Background: an optimization exercise with open tools, aiming at small area, a short achievable clock period and few clock cycles. Do not read the settings as production practice. The RTL of this run was laid out without a check of its function. Power and IR drop assume default switching activity.

### config.mk
export PLATFORM = sky130hd
export DESIGN_NAME = mips_multicycle_core
export DESIGN_NICKNAME = mips_multicycle_core
export VERILOG_FILES = /design/flow/design.v
export SDC_FILE = /design/flow/constraint.sdc
export NUM_CORES = 4
export LEC_CHECK = 0
export CAP_MARGIN = 20
export CELL_PAD_IN_SITES_DETAIL_PLACEMENT = 1
export CELL_PAD_IN_SITES_GLOBAL_PLACEMENT = 2
export CORE_MARGIN = 2
export CORE_UTILIZATION = 45
export PLACE_DENSITY = 0.6
export SETUP_SLACK_MARGIN = 4.5
export SLEW_MARGIN = 20
export TNS_END_PERCENT = 100
### constraint.sdc
create_clock -name core_clock -period 10.0 [get_ports {clk}]
set_input_delay 2.0000 -clock core_clock [delete_from_list [all_inputs] [get_ports {clk}]]
set_output_delay 2.0000 -clock core_clock [all_outputs]
set_load 0.01 [all_outputs]
### design.v
module mips_multicycle_core #(
  parameter logic [31:0] RESET_PC        = 32'h0000_0000,
  parameter bit          HALT_ON_ILLEGAL = 1'b1
) (
  input  logic        clk,
  input  logic        reset_n,
  output logic        mem_req,
  output logic        mem_we,
  output logic [31:0] mem_addr,
  output logic [31:0] mem_wdata,
  input  logic [31:0] mem_rdata,
  input  logic        mem_ready,
  input  logic [4:0]  dbg_addr,
  output logic [31:0] dbg_data,
  output logic [31:0] pc_out,
  output logic [31:0] instr_out,
  output logic [3:0]  state_out,
  output logic        retire,
  output logic        halted
);
  logic [31:2] pc;         
  logic [31:0] ir;         
  logic        ev;         
  logic        ir_ill;     
  logic        pred;       
  logic [31:0] a, b;       
  logic        halt_r;     
  logic        clr;        
  logic [31:0] regs [32];
  logic [5:0]  op, fn;
  logic [4:0]  rt, rd;
  logic [31:0] simm, opb, sum, res;
  logic        is_r, is_addi, is_mem, is_beq, ex, e_mem, eq, mispred, slt, sub;
  assign op   = ir[31:26];
  assign fn   = ir[5:0];
  assign rt   = ir[20:16];
  assign rd   = ir[15:11];
  assign simm = {{16{ir[15]}}, ir[15:0]};
  assign is_r    = op == 6'h00;
  assign is_addi = op == 6'h08;
  assign is_mem  = op == 6'h23 || op == 6'h2B;
  assign is_beq  = op == 6'h04;
  assign ex      = ev && !ir_ill;
  assign e_mem   = ev && is_mem;
  assign halted  = halt_r || (ev && ir_ill);
  assign sub = is_r && fn[1];
  assign opb = is_r ? (sub ? ~b : b) : simm;
  assign sum = a + opb + {31'd0, sub};
  assign slt = (a[31] ^ b[31]) ? a[31] : sum[31];
  always_comb
    case (fn[2:0])
      3'b100:  res = a & b;
      3'b101:  res = a | b;
      3'b010:  res = fn[3] ? {31'd0, slt} : sum;
      default: res = sum;
    endcase
  assign eq      = a == b;
  assign mispred = ex && is_beq && (eq != pred);
  logic [31:2] alt_pc;
  assign alt_pc = pc + (pred ? ~simm[29:0] : simm[29:0]) + {29'd0, pred};
  logic        we;
  logic [4:0]  wa;
  logic [31:0] wd;
  assign we = ex && (is_r || is_addi || (op == 6'h23 && mem_ready)) && wa != 5'd0;
  assign wa = is_r ? rd : rt;
  assign wd = clr ? 32'd0 : is_mem ? mem_rdata : is_r ? res : sum;
  logic [5:0]  f_op;
  logic [4:0]  f_rs, f_rt, sel_a;
  logic        f_j, f_beq, f_ptk, f_ill, f_ok;
  logic [31:2] f_pc4, f_bt, f_next;
  logic [31:0] ra, rb;
  assign f_op  = mem_rdata[31:26];
  assign f_rs  = mem_rdata[25:21];
  assign f_rt  = mem_rdata[20:16];
  assign f_j   = f_op == 6'h02;
  assign f_beq = f_op == 6'h04;
  assign f_ptk = f_rs == f_rt || mem_rdata[15];
  assign f_ill = !(f_op == 6'h00 || f_op == 6'h23 || f_op == 6'h2B || f_op == 6'h04 ||
                   f_op == 6'h08 || f_op == 6'h02) ||
                 (f_op == 6'h00 && !(mem_rdata[5:0] == 6'h20 || mem_rdata[5:0] == 6'h22 ||
                   mem_rdata[5:0] == 6'h24 || mem_rdata[5:0] == 6'h25 || mem_rdata[5:0] == 6'h2A));
  assign f_pc4 = pc + 30'd1;
  assign f_bt  = f_pc4 + {{14{mem_rdata[15]}}, mem_rdata[15:0]};
  assign f_next = f_j ? {f_pc4[31:28], mem_rdata[25:0]} : (f_beq && f_ptk) ? f_bt : f_pc4;
  assign f_ok  = !e_mem && !halted && mem_ready && !mispred;
  assign sel_a = (halt_r || ir_ill) ? dbg_addr : f_rs;
  assign ra = regs[sel_a];
  assign rb = regs[f_rt];
  assign dbg_data = ra;
  assign mem_req   = reset_n && !halt_r;
  assign mem_we    = e_mem && op[3];
  assign mem_addr  = e_mem ? sum : {pc, 2'b00};
  assign mem_wdata = b;
  assign pc_out    = {pc, 2'b00};
  assign instr_out = ir;
  assign state_out = halted ? 4'hF : {3'd0, ev};
  assign retire    = ex && (!is_mem || mem_ready);
  always_ff @(posedge clk or negedge reset_n)
    if (!reset_n) begin
      pc     <= RESET_PC[31:2];
      ev     <= 1'b0;
      ir_ill <= 1'b0;
      halt_r <= 1'b0;
      clr    <= 1'b1;
    end else begin
      clr <= 1'b0;
      if (halted) halt_r <= 1'b1;
      ev <= f_ok || (e_mem && !mem_ready);
      if (f_ok) ir_ill <= f_ill;
      if (mispred) pc <= alt_pc;
      else if (f_ok) pc <= f_next;
    end
  always_ff @(posedge clk)
    if (f_ok) begin
      ir   <= mem_rdata;
      pred <= f_ptk;
      a    <= (clr || (we && wa == f_rs)) ? wd : ra;
      b    <= (clr || (we && wa == f_rt)) ? wd : rb;
    end
  assign regs[0] = 32'd0;
  for (genvar i = 1; i < 32; i++) begin : g_reg
    always_ff @(posedge clk)
      if (clr || (we && wa == 5'(i))) regs[i] <= wd;
  end
endmodule
### run.sh
#!/bin/bash
# synth_recipe.tcl (not shown) runs the flow's synth.tcl, then flattens the netlist and writes it again
# the make line also repeats each setting of config.mk as NAME=value (left out here)
make -C /OpenROAD-flow-scripts/flow DESIGN_CONFIG=/design/flow/config.mk WORK_HOME=/design/flow/orfs CLKGATE_MAP_FILE= SYNTH_SCRIPT=/design/flow/synth_recipe.tcl finish
==> flow_metrics.tcl <==
set metrics [dict create \
    status "finished with violations" \
    so.violations "capacitance limit, slew limit" \
    period_minus_slack_ps 7140 \
    synth_top_area_share 0.591 \
    rsz0062_at_grt "yes" \
    routabilityCongestion 0.946 \
    max_slew.worst_pin.slew_ps 1530 \
    peakVddDrop_uv 201 \
    io_buffers 205 \
    wire_per_inst_um 48.7 \
    cp-end-kind "output port" \
    utilization 0.586 \
    die_w_um 355 \
    cap_violations 1 \
    detailedPlace.worstSlack_ps 1960 \
    ys_seq_area_frac 0.606 \
    cts_tree "yes" \
    critPathRequiredTime_ps 8000 \
    max_freq_mhz 140 \
    detail-route-antenna-nets 0 \
    vias_per_cell 7.91 \
    rows 128 \
    hold_depth 3 \
    vias 52723 \
    post-dp-hpwl_um 177000 \
    htreeDepth 3 \
    critPathKind "reg2out" \
    core_area_mm2 0.122 \
    holdBufCountCts 0 \
    hold_class "reg2reg" \
    async_flop_share 0.0303 \
    syn_area_mm2 0.0554 \
    clk_pin_slew_ps 60 \
    holdPathEnd "pc[2]$_DFFE_PN0P_" \
    clkLatencyLatePin_ps 790 \
    fin_tns_setup_ps 0 \
    start_util 0.454 \
    cts_made_buffers 117 \
    cp-start-kind "flip-flop" \
    final_area_mm2 0.0714 \
    syn_inst 4306 \
    relSlewSlack -0.0288 \
    ys_warn_count 2 \
    synthTopCellsByArea "edfxtp_1 59%, a221oi_1 4.9%, a22o_1 4.8%, a22oi_1 4.1%, ha_1 3.4%" \
    hold_viol_final 0 \
    rr_endpoint "regs[15][12]$_DFFE_PP_" \
    grt_max_degree 57 \
    placed_area_mm2 0.0608 \
    reg2reg_depth 22 \
    cp_max_fo 4 \
    dr.pass1.iters 10 \
    synthDistinctLibCells 80 \
    synth-seq-cells 1123 \
    remaining_drc_errors 0 \
    clockBufferDepth 3 \
    drive_above_1_share 0.251 \
    reg2reg_slack_ps 4450 \
    syn_to_final_growth_pct 28.9 \
    gr-total-overflow 0 \
    root_buffer "clkbuf_16" \
    slew_viol_final 2 \
    setup_viol 0 \
    synth-edff-count 1089 \
    fin_ws_ps 2860 \
    yosys.area.top_type "edfxtp_1" \
    final.period_utilization 0.714 \
    arrival_ps 5140 \
    track_usage 0.494 \
    drt_wl_total_um 325000 \
    grt_pass1_vias 49432 \
    antenna_found_initial 27 \
    ys.flop_type "edfxtp_1" \
    die_h_um 355 \
    power_uw 17300 \
    min_from "pc[2]$_DFFE_PN0P_" \
    r2r-start "ir[31]$_DFFE_PP_" \
    die_area_mm2 0.126 \
    cts_sinks 1123 \
    powerDensity_mw_per_mm2 242 \
    p_leak_uw 0.0261 \
    drtIter0Drc 11331 \
    skew_ps 61.4 \
    synth.avg_cell_area_um2 12.9 \
    grt_pass1_wl_um 424000 \
    io_pins 208 \
    nets 5118 \
]
[how the worst max path moves through the flow]
stage	from	to	slack, ps	cells after the start
after floorplan	mem_rdata[22]	dbg_data[27]	4040	10
after global placement	mem_rdata[21]	dbg_data[20]	2040	10
after detailed placement	mem_rdata[21]	dbg_data[20]	1960	10
after CTS	ir[26]$_DFFE_PP_	mem_addr[30]	2930	19
after global routing	ir[31]$_DFFE_PP_	mem_addr[17]	2760	22
final	ir[31]$_DFFE_PP_	mem_addr[17]	2860	22
[cells in the final DEF, fill, tap and decap left out, types with 25 or more instances in the layout]
cell,count
clkdlybuf4s50_1,130
xor2_1,48
inv_1,108
o21ai_0,149
buf_12,88
clkbuf_16,124
nor3_1,34
diode_2,25
nand2_1,134
a21oi_1,128
nand4_1,118
a22o_1,300
edfxtp_1,1089
buf_16,25
a221oi_1,254
o21ai_1,27
nand3_1,140
dfrtp_1,31
nor2_4,31
clkbuf_1,25
ha_1,138
xnor2_1,88
a22oi_1,278
a222oi_1,63
buf_4,392
nor3_4,25
a21o_1,30
a221oi_2,52
nor2_1,134
buf_6,113
a211oi_1,35
[synthesized netlist by cell type (77+ instances only)]
| cell | instances |
|---|---|
| edfxtp_1 | 1089 |
| a221oi_1 | 310 |
| a22o_1 | 302 |
| a22oi_1 | 300 |
| clkbuf_1 | 237 |
| o21ai_0 | 190 |
| nor2_1 | 169 |
| ha_1 | 152 |
| a21oi_1 | 148 |
| nand2_1 | 147 |
| nand3_1 | 143 |
| nand4_1 | 118 |
| inv_1 | 117 |
| xnor2_1 | 102 |
| nor3_1 | 77 |
[per-stage QoR]
step	hold WS, ps	std cells
floorplan	555	4308
detailed placement	724	6025
global placement	720	6024
CTS	735	6516
global route	763	6644
finish	739	6669
[registers in the layout, summed over array words and instances, names as in the netlist]
name and flops:
regs 992, a 32, b 32, ir 32, pc 30, clr 1, ev 1, halt_r 1
ir_ill 1, pred 1
[metal layers]
| layer | GRT usage | wire length (um) |
|---|---|---|
| met3 | 0.209 | 52800 |
| met1 | 0.588 | 106000 |
| met5 | 0 | 313 |
| met4 | 0.387 | 33800 |
| met2 | 0.702 | 132000 |
[cells by family (layout without fill, tap and decap cells)]
logic type | count (synthesis) | in the layout | share of synthesized area
xor gates and xnor gates | 162 | 162 | 0.0256
other | 1 | 28 | 0.0000677
DFF | 1123 | 1123 | 0.606
adders and majority gates | 156 | 156 | 0.0358
AOI/OAI and AO/OA | 1578 | 1578 | 0.219
muxes | 33 | 33 | 0.00651
buffers and inverters | 421 | 1132 | 0.0301
and+or+nand+nor | 832 | 832 | 0.0770
[final cells by class]
cell class | count | area [um^2]
antenna | 25 | 62.6
fill | 11640 | 50500
clock buffer | 143 | 3050
timing repair buffer | 797 | 8620
tap | 1625 | 2030
inverter | 117 | 449
multi-input combinational | 2764 | 22800
sequential | 1123 | 33600
timing repair inverter | 2 | 10.0
clock inverter | 73 | 806
[what timing repair did]
item                                    CTS  global route
gates resized for setup                 717           173
buffers inserted                        257           119
cloned                                   18             8
endpoints found under the setup margin  427           169
pin swaps                               185           159
[critical path, stage by stage, from the launching register on]
cell and delay (ps):
edfxtp_1 470, nor4_4 350, buf_4 180, and2_4 190, buf_6 110, buf_6 100, buf_6 90, nand2_4 40
fa_2 400, nor2b_4 130, o31a_1 220, o21a_1 210, o31a_1 180, buf_6 130, o211ai_1 80, buf_4 170
buf_6 110, buf_6 100, buf_6 110, a311oi_4 300, xor2_2 350, mux2_4 220, buf_6 90
[power by group]
part / leakage, uW / internal (uW) / switching, uW
clock network: 0.00189 / 2540 / 2030
logic: 0.0128 / 2080 / 3350
registers: 0.0114 / 6450 / 850

-- re-timing with driven ports --
How much do the figures lean on ideal ports? The routed layout below was timed once more, with nothing changed but the port constraints. Step 1 (the two cells are an assumption about what drives the block):
set clk [get_ports {clk}]
set_driving_cell -lib_cell sky130_fd_sc_hd__clkbuf_16 $clk
set_driving_cell -lib_cell sky130_fd_sc_hd__buf_2 [delete_from_list [all_inputs] $clk]
Step 2 also shifts input and output timing later by t, the mid clock arrival at the registers, as if the neighbouring blocks saw the same clock. Slacks: ideal / step 1 / step 2; pairs: ideal / step 1.
t (ns): 0.841
setup slack, ns: 2.858 / 2.776 / 3.221
clock arrival spread, ns: 0.064 / 0.065
For this run, drivers alone change the setup slack by -0.082 ns; drivers and shift together by +0.363 ns.
